What follows belongs to an exercise in optimizing a design on an open flow for small area and a short achievable clock period; a production flow would make more cautious choices. Where RTL was checked, it was by simulation tests only, not by an equivalence proof against the original.

## md_unit
module md_unit (
  input  logic        clk,
  input  logic        reset,
  input  logic        start,
  input  logic [2:0]  md_op,
  input  logic        we_hilo,
  input  logic [31:0] a,
  input  logic [31:0] b,
  output logic        busy,
  output logic [31:0] hi,
  output logic [31:0] lo
);
  logic        busy_q;
  logic        busy_o_q;   
  logic [3:0]  cnt_q;
  logic        div_q, sgn_q, negq_q, negr_q, bh_q;
  logic [31:0] m_q;      
  logic [32:0] acc_q;    
  logic [31:0] p_q;      
  logic [31:0] hi_q, lo_q;
  wire first    = (cnt_q == 4'd0);
  wire mul_last = (cnt_q == 4'd4);
  wire div_last = (cnt_q == 4'd9);
  wire div_fix  = div_q & div_last;    
  function automatic logic [35:0] add35(input logic [34:0] x, input logic [34:0] y, input logic ci);
    logic [34:0] gb, pb, s;
    logic [9:0] g, p;
    logic c, gg, pp;
    for (int i = 0; i < 35; i++) begin gb[i] = x[i] & y[i]; pb[i] = x[i] ^ y[i]; end
    g[0] = ci; p[0] = 1'b0;
    for (int k = 0; k < 9; k++) begin
      gg = 1'b0; pp = 1'b1;
      for (int i = k*4; i < k*4+4 && i < 35; i++) begin gg = gb[i] | (pb[i] & gg); pp = pp & pb[i]; end
      g[k+1] = gg; p[k+1] = pp;
    end
    for (int l = 0; l < 4; l++)
      for (int i = (1 << (l+1)) - 1; i <= 9; i += (1 << (l+1))) begin
        g[i] = g[i] | (p[i] & g[i - (1 << l)]);
        p[i] = p[i] & p[i - (1 << l)];
      end
    for (int l = 2; l >= 0; l--)
      for (int i = 3 * (1 << l) - 1; i <= 9; i += (1 << (l+1))) begin
  ...
Settings: LEC_CHECK=0, CAP_MARGIN=20, CORE_MARGIN=2, CORE_UTILIZATION=65, CTS_BUF_LIST=sky130_fd_sc_hd__clkbuf_8, PLACE_DENSITY=0.75, SLEW_MARGIN=20; clock period 100.0 ns.
standard.sh (not shown) runs the stock make flow with config.mk's settings and CLKGATE_MAP_FILE= SYNTH_SCRIPT=/design/flow/synth_recipe.tcl, a recipe that flattens the netlist after the stock synthesis.
==> flow/flow/run.sh <==
#!/bin/bash
set -o pipefail
cp standard.sh out/standard.sh.txt 2>/dev/null
export BUFFER_PORTS_ARGS="-buffer_cell sky130_fd_sc_hd__buf_2"
bash standard.sh > standard.log 2>&1
The first run ran to the end with no violations.
Rerun with:
==> flow/flow/run.sh (replaced) <==
#!/bin/bash
set -o pipefail
export BUFFER_PORTS_ARGS="-buffer_cell sky130_fd_sc_hd__buf_2"
export CTS_ARGS="-sink_clustering_enable -repair_clock_nets -root_buf sky130_fd_sc_hd__clkbuf_16 -buf_list sky130_fd_sc_hd__clkbuf_8 -dont_use_dummy_load"
bash standard.sh > standard.log 2>&1
--- a/flow/config.mk
+++ b/flow/config.mk
@@ -9,5 +9,4 @@
 export CORE_MARGIN = 2
 export CORE_UTILIZATION = 65
-export CTS_BUF_LIST = sky130_fd_sc_hd__clkbuf_8
 export PLACE_DENSITY = 0.75
-export SLEW_MARGIN = 20
+export SLEW_MARGIN = 80
Outcome:
- The changed run completed without violations
- clock skew grows by 9.2 ps
- final cell count climbs by 4.8%
- die area stays the same
- routed wire length grows by 6.4%
- non-clock buffer count goes up by 138
Rerun with:
--- a/flow/config.mk
+++ b/flow/config.mk
@@ -10,3 +10,3 @@
 export CORE_UTILIZATION = 65
 export PLACE_DENSITY = 0.75
-export SLEW_MARGIN = 80
+export SLEW_MARGIN = 20
Effect:
- cell count fell by a few percent
- final area fell by roughly a tenth
- worst setup slack is worse by 200 ps
- routed wire length fell by a few percent
Rerun with:
==> flow/flow/run.sh (replaced) <==
#!/bin/bash
set -o pipefail
cp standard.sh out/standard.sh.txt 2>/dev/null
export BUFFER_PORTS_ARGS="-buffer_cell sky130_fd_sc_hd__buf_2"
bash standard.sh > standard.log 2>&1
Clock-buffer cell count goes up by 3.
Wire length grows by about 0.9%.
Core utilization rises by 1.2 points.
Critical path depth stays the same.
Fmax is about the same.
Setup slack gets better by 47 ps.
Non-clock buffer count does not change.
Clock skew is lower by 16 ps.
Final cell count went up by 0.58%.

---

md_unit, a different RTL version from the one above (not shown whole).
For scale: ~2200 cells after synthesis, about 170 flip-flops, roughly 140 I/O pins.
==> flow/config.mk <==
export PLATFORM = sky130hd
export DESIGN_NAME = md_unit
export DESIGN_NICKNAME = md_unit
export VERILOG_FILES = /design/flow/design.v
export SDC_FILE = /design/flow/constraint.sdc
export NUM_CORES = 4
export LEC_CHECK = 0
export CAP_MARGIN = 20
export CORE_MARGIN = 2
export CORE_UTILIZATION = 40
export CTS_BUF_LIST = sky130_fd_sc_hd__clkbuf_8
export SLEW_MARGIN = 20
==> flow/constraint.sdc <==
create_clock -name core_clock -period 100.0 [get_ports {clk}]
set_input_delay 20.0000 -clock core_clock [delete_from_list [all_inputs] [get_ports {clk}]]
set_output_delay 20.0000 -clock core_clock [all_outputs]
set_load 0.01 [all_outputs]
==> flow/flow/run.sh <==
#!/bin/bash
set -o pipefail
cp standard.sh out/standard.sh.txt 2>/dev/null
export BUFFER_PORTS_ARGS="-buffer_cell sky130_fd_sc_hd__buf_2"
bash standard.sh > standard.log 2>&1
The baseline finished clean.
==> next run, changes <==
ABC_AREA = 1   (was default)
CTS_BUF_LIST = default   (was sky130_fd_sc_hd__clkbuf_8)
- non-clock buffer count rises by 1
- wire length goes down by 1.9%
- worst setup slack got worse by 1.3 ns
- core utilization goes up by 0.90 points
==> next run, changes <==
ABC_AREA = default   (was 1)
CORE_UTILIZATION = 65   (was 40)
PLACE_DENSITY = 0.75   (was default)
Outcome: The new run finished clean. Final area hardly moves. Non-clock buffer count increases by 3. Synthesized area is higher by 2.3%.
==> next run, changes <==
CORE_UTILIZATION = 40   (was 65)
PLACE_DENSITY = default   (was 0.75)
Via count falls by about 2%.
Setup slack improves by 0.15 ns.
Clock-buffer cell count falls by 1.
First-iteration DRC count falls by about 18%.
Cell count rises by about 9%.
Flip-flop and latch count does not change.

---

md_unit, a different RTL version from the one above (not shown whole).
Size: about 170 flip-flops.
==> flow/config.mk <==
export PLATFORM = sky130hd
export DESIGN_NAME = md_unit
export DESIGN_NICKNAME = md_unit
export VERILOG_FILES = /design/flow/design.v
export SDC_FILE = /design/flow/constraint.sdc
export NUM_CORES = 4
export LEC_CHECK = 0
export CAP_MARGIN = 20
export CORE_MARGIN = 2
export CORE_UTILIZATION = 40
export SLEW_MARGIN = 20
==> flow/constraint.sdc <==
create_clock -name core_clock -period 100.0 [get_ports {clk}]
set_input_delay 20.0000 -clock core_clock [delete_from_list [all_inputs] [get_ports {clk}]]
set_output_delay 20.0000 -clock core_clock [all_outputs]
set_load 0.01 [all_outputs]
run.sh (not shown) runs the stock make flow with config.mk's settings and CLKGATE_MAP_FILE= SYNTH_SCRIPT=/design/flow/synth_recipe.tcl, a recipe that flattens the netlist after the stock synthesis.
Stock flow here: none of the scripts above is used.
The baseline produced a clean layout.
==> next run, changes <==
==> flow/flow/run.sh (new file) <==
#!/bin/bash
set -o pipefail
cp standard.sh out/standard.sh.txt 2>/dev/null
export BUFFER_PORTS_ARGS="-buffer_cell sky130_fd_sc_hd__buf_2"
bash standard.sh > standard.log 2>&1
==> flow/standard.sh (new file) <==
#!/bin/bash
# synth_recipe.tcl (not shown) runs the flow's synth.tcl, then flattens the netlist and writes it again
# the make line also repeats each setting of config.mk as NAME=value (left out here)
make -C /OpenROAD-flow-scripts/flow DESIGN_CONFIG=/design/flow/config.mk WORK_HOME=/design/flow/orfs CLKGATE_MAP_FILE= SYNTH_SCRIPT=/design/flow/synth_recipe.tcl "${@:-finish}"
removed: flow/run.sh
After rerunning:
- final area fell by about 3%
- die area stays the same
- setup slack gains 0.43 ns
- clock skew is about the same

---

The RTL this note starts from:
==> flow/design.v <==
package md_unit_pkg;
  localparam logic [2:0] MD_MULT  = 3'd0;
  localparam logic [2:0] MD_MULTU = 3'd1;
  localparam logic [2:0] MD_DIV   = 3'd2;
  localparam logic [2:0] MD_DIVU  = 3'd3;
  localparam logic [2:0] MD_MTHI  = 3'd4;
  localparam logic [2:0] MD_MTLO  = 3'd5;
endpackage
import md_unit_pkg::*;
module md_unit (
  input  logic        clk,
  input  logic        reset,
  input  logic        start,
  input  logic [2:0]  md_op,
  input  logic        we_hilo,
  input  logic [31:0] a,
  input  logic [31:0] b,
  output logic        busy,
  output logic [31:0] hi,
  output logic [31:0] lo
);
  logic        busy_q;
  logic        busy_o_q;   
  logic [3:0]  cnt_q;
  logic        first_q;    
  logic        fix_q;      
  logic        last_q;     
  logic        div_q, sgn_q, bh_q;
  logic        aneg_q;     
  logic        kept_q;     
  logic        dig_q;      
  logic [31:0] m_q;      
  logic [32:0] acc_q;    
  logic [31:0] p_q;      
  logic [31:0] hi_q, lo_q;
  wire iter = div_q & !fix_q & !last_q;
  function automatic logic [35:0] add35(input logic [34:0] x, input logic [34:0] y, input logic ci);
    logic [34:0] gb, pb, s;
    logic [9:0] g, p;
    logic c, gg, pp;
    for (int i = 0; i < 35; i++) begin gb[i] = x[i] & y[i]; pb[i] = x[i] ^ y[i]; end
    g[0] = ci; p[0] = 1'b0;
    for (int k = 0; k < 9; k++) begin
      gg = 1'b0; pp = 1'b1;
      for (int i = k*4; i < k*4+4 && i < 35; i++) begin gg = gb[i] | (pb[i] & gg); pp = pp & pb[i]; end
      g[k+1] = gg; p[k+1] = pp;
    end
    for (int l = 0; l < 4; l++)
      for (int i = (1 << (l+1)) - 1; i <= 9; i += (1 << (l+1))) begin
        g[i] = g[i] | (p[i] & g[i - (1 << l)]);
        p[i] = p[i] & p[i - (1 << l)];
      end
    for (int l = 2; l >= 0; l--)
      for (int i = 3 * (1 << l) - 1; i <= 9; i += (1 << (l+1))) begin
        g[i] = g[i] | (p[i] & g[i - (1 << l)]);
        p[i] = p[i] & p[i - (1 << l)];
      end
    for (int k = 0; k < 9; k++) begin
      c = g[k];
      for (int i = k*4; i < k*4+4 && i < 35; i++) begin s[i] = pb[i] ^ c; c = gb[i] | (pb[i] & c); end
    end
    add35 = {g[9], s};
  endfunction
  wire        msx  = sgn_q & m_q[31];
  wire        dneg = msx;                               
  wire [35:0] mx   = {msx, msx, msx, m_q, 1'b0};        
  wire [8:0]  mb   = last_q ? {{8{sgn_q & bh_q}}, bh_q} : {p_q[7:0], bh_q};
  logic [34:0] xs [0:3];
  logic [34:0] ss [0:3];
  logic        sub [0:3];    
  logic        dig [0:3];    
  assign xs[0]  = iter ? {acc_q[32], acc_q, p_q[31]} : {{2{acc_q[32]}}, acc_q};
  assign sub[0] = !acc_q[32];
  for (genvar i = 0; i < 4; i++) begin : g_st
    wire bm1 = mb[2*i];
    wire b0  = mb[2*i+1];
    wire b1  = mb[2*i+2];
    logic one, two, neg;
    assign dig[i] = sub[i] ^ dneg;
    if (i == 0) begin : g_sel0
      assign one = div_q ? !(last_q & kept_q) : (b0 ^ bm1);
      assign neg = div_q ? (last_q ? !dig_q : dig[0]) : b1;
    end else begin : g_sel
      assign one = div_q | (b0 ^ bm1);
      assign neg = div_q ? dig[i] : b1;
    end
    assign two = !div_q & ((b1 & !b0 & !bm1) | (!b1 & b0 & bm1));
    wire [34:0] pp;
    for (genvar j = 0; j < 35; j++) begin : g_pp
      assign pp[j] = ((one & mx[j+1]) | (two & mx[j])) ^ neg;
    end
    wire [35:0] sm = add35(xs[i], pp, neg);
    assign ss[i] = sm[34:0];
    if (i < 3) begin : g_nx
      assign sub[i+1] = !ss[i][34];
      assign xs[i+1]  = div_q ? {ss[i][32], ss[i][32:0], p_q[30-i]} : {{2{ss[i][34]}}, ss[i][34:2]};
    end
  end
  wire zt  = (ss[0] == 35'd0);
  wire zr  = (acc_q == 33'd0);
  wire fix = zt | (aneg_q ? (!acc_q[32] & !zr) : acc_q[32]);
  function automatic logic [30:0] inc31(input logic [30:0] v);
    logic [30:0] o;
    logic        all;
    all = 1'b1;
    for (int k = 0; k < 31; k++) begin
      o[k] = v[k] ^ all;
      all  = all & v[k];
    end
    inc31 = o;
  endfunction
  wire [31:0] quo = {(fix & dig[0]) ? inc31(p_q[30:0]) : p_q[30:0], !fix};
  wire op_end = busy_q && last_q;
  wire res_wr = op_end && (!div_q || m_q != 32'd0);
  wire        wr_mt = !(busy_q | start | !we_hilo | !md_op[2] | md_op[1]);
  wire        wr_hi = wr_mt & !md_op[0];
  wire        wr_lo = wr_mt &  md_op[0];
  wire [31:0] hi_e  = res_wr ? ss[0][31:0] : hi_q;
  wire [31:0] lo_e  = res_wr ? p_q : lo_q;
  always_ff @(posedge clk or negedge reset) begin
    if (!reset) begin
      busy_q   <= 1'b0;
      busy_o_q <= 1'b0;
      hi_q     <= '0;
      lo_q     <= '0;
    end else begin
      if (!busy_q && start && !md_op[2]) busy_q <= 1'b1;
      else if (op_end) busy_q <= 1'b0;
      busy_o_q <= busy_q ? !op_end : (start && !md_op[2]);
      hi_q <= wr_hi ? a : hi_e;
      lo_q <= wr_lo ? a : lo_e;
    end
  end
  always_ff @(posedge clk) begin
    first_q <= !busy_q;
    fix_q   <= busy_q && div_q && (cnt_q == 4'd7);
    last_q  <= busy_q && (cnt_q == (div_q ? 4'd8 : 4'd3));
    if (!busy_q) begin
      cnt_q <= '0;
      div_q <= md_op[1];
      sgn_q <= !md_op[0];
      bh_q  <= 1'b0;
      m_q   <= b;
      p_q   <= a;
      acc_q <= {33{a[31] & md_op[1] & !md_op[0]}};
    end else begin
      cnt_q <= cnt_q + 4'd1;
      if (!div_q) begin
        acc_q <= ss[3][34:2];
        p_q   <= {ss[3][1:0], ss[2][1:0], ss[1][1:0], ss[0][1:0], p_q[31:8]};
        bh_q  <= p_q[7];
      end else if (fix_q) begin
        acc_q  <= ss[0][32:0];
        p_q    <= quo;
        kept_q <= fix;
        dig_q  <= dig[0];
      end else begin
        acc_q <= ss[3][32:0];
        p_q   <= {p_q[27:0], dig[0], dig[1], dig[2], dig[3]};
      end
      if (first_q) aneg_q <= sgn_q & p_q[31];
    end
  end
  assign busy = busy_o_q;
  assign hi   = hi_q;
  assign lo   = lo_q;
endmodule
Settings: LEC_CHECK=0, CAP_MARGIN=20, CORE_MARGIN=2, CORE_UTILIZATION=65, PLACE_DENSITY=0.75, SLEW_MARGIN=60; clock period 100.0 ns.
standard.sh (not shown) runs the stock make flow with config.mk's settings and CLKGATE_MAP_FILE= SYNTH_SCRIPT=/design/flow/synth_recipe.tcl, a recipe that flattens the netlist after the stock synthesis.
==> flow/flow/run.sh <==
#!/bin/bash
set -o pipefail
export BUFFER_PORTS_ARGS="-buffer_cell sky130_fd_sc_hd__buf_2"
export CTS_ARGS="-sink_clustering_enable -repair_clock_nets -root_buf sky130_fd_sc_hd__clkbuf_16 -buf_list sky130_fd_sc_hd__clkbuf_8 -dont_use_dummy_load"
bash standard.sh > standard.log 2>&1
The starting point completed without violations.
Next try:
Settings changed: ABC_AREA set to 1.
After rerunning: The changed run finished clean. Final cell count came out higher by about a fifth. Clock skew hardly moves. Critical path depth came out higher by 3. Die area came out lower slightly. Synthesized area came out lower slightly.
Next try:
Settings changed: SLEW_MARGIN 60 to 20.
The changed run completed with no timing, DRC or antenna violations. Hold slack gains 5.4 ps. Wire length grows by 0.49%. Count of clock-buffer cells in the layout is unchanged. Via count rose by 0.39%. Die area stays the same. Global-route usage is about the same. Cell count stays flat. Core utilization went down by 0.44 points. Maximum frequency is lower by 1.9%.
Next try:
Settings changed: ABC_AREA 1 to unset.
The new run finished clean; wire length came out lower by 9.2%; count of clock-buffer cells in the layout is unchanged; final area is about the same; utilization is about the same; critical path depth came out lower by 2; non-clock buffer count came out higher by 2; global-route usage came out lower by 4.7 points.
No run of this note included a check of the RTL's function; only the layout flow was run.

[port drivers added, routing unchanged]
In the flow no input, the clock included, has a driving cell. The finished layouts below were timed again as built, in two steps. Step 1, drivers: a clkbuf_16 drives clk and a buf_2 each remaining input, both assumed. Step 2, shift: input delay + t, output delay - t, t = (earliest + latest rising clock arrival at the registers) / 2. This alone moves slack from input paths to output paths. a / b / c = ideal / step 1 / step 2; a / b = the first two.
run | shift t [ns] | slack for setup (ns) | latest minus earliest clock arrival (ns) | slew at the worst register clock pin (ns)
the first run of note 1 | 0.550 | 78.880 / 78.883 / 78.357 | 0.020 / 0.020 | 0.12 / 0.12
the second run of note 1 | 0.452 | 78.978 / 78.973 / 78.553 | 0.029 / 0.029 | 0.11 / 0.11
the third run of note 1 | 0.444 | 78.775 / 78.806 / 78.362 | 0.030 / 0.030 | 0.10 / 0.10
the fourth run of note 1 | 0.505 | 78.822 / 78.855 / 78.350 | 0.014 / 0.014 | 0.09 / 0.09
the first run of note 2 | 0.622 | 78.637 / 78.669 / 78.047 | 0.032 / 0.032 | 0.12 / 0.12
the second run of note 2 | 0.548 | 77.303 / 77.303 / 77.303 | 0.020 / 0.019 | 0.09 / 0.09
the third run of note 2 | 0.512 | 78.405 / 78.438 / 77.925 | 0.021 / 0.021 | 0.08 / 0.08
the fourth run of note 2 | 0.558 | 78.557 / 78.591 / 78.033 | 0.018 / 0.018 | 0.09 / 0.09
the first run of note 3 | 0.520 | 77.991 / 78.025 / 77.505 | 0.015 / 0.015 | 0.08 / 0.08
the second run of note 3 | 0.510 | 78.424 / 78.455 / 77.945 | 0.013 / 0.013 | 0.08 / 0.08
the first run of note 4 | 0.447 | 78.510 / 78.541 / 78.095 | 0.041 / 0.041 | 0.11 / 0.11
the second run of note 4 | 0.457 | 78.444 / 78.475 / 78.018 | 0.039 / 0.039 | 0.10 / 0.10
the third run of note 4 | 0.456 | 78.023 / 78.052 / 77.596 | 0.038 / 0.038 | 0.11 / 0.11
the fourth run of note 4 | 0.454 | 78.018 / 78.048 / 77.595 | 0.045 / 0.045 | 0.11 / 0.11
After both steps setup and hold are still met in every run listed. The setup slack of the first run of note 2, which loses most, moves by +0.032 ns with the drivers and by -0.590 ns with both steps.
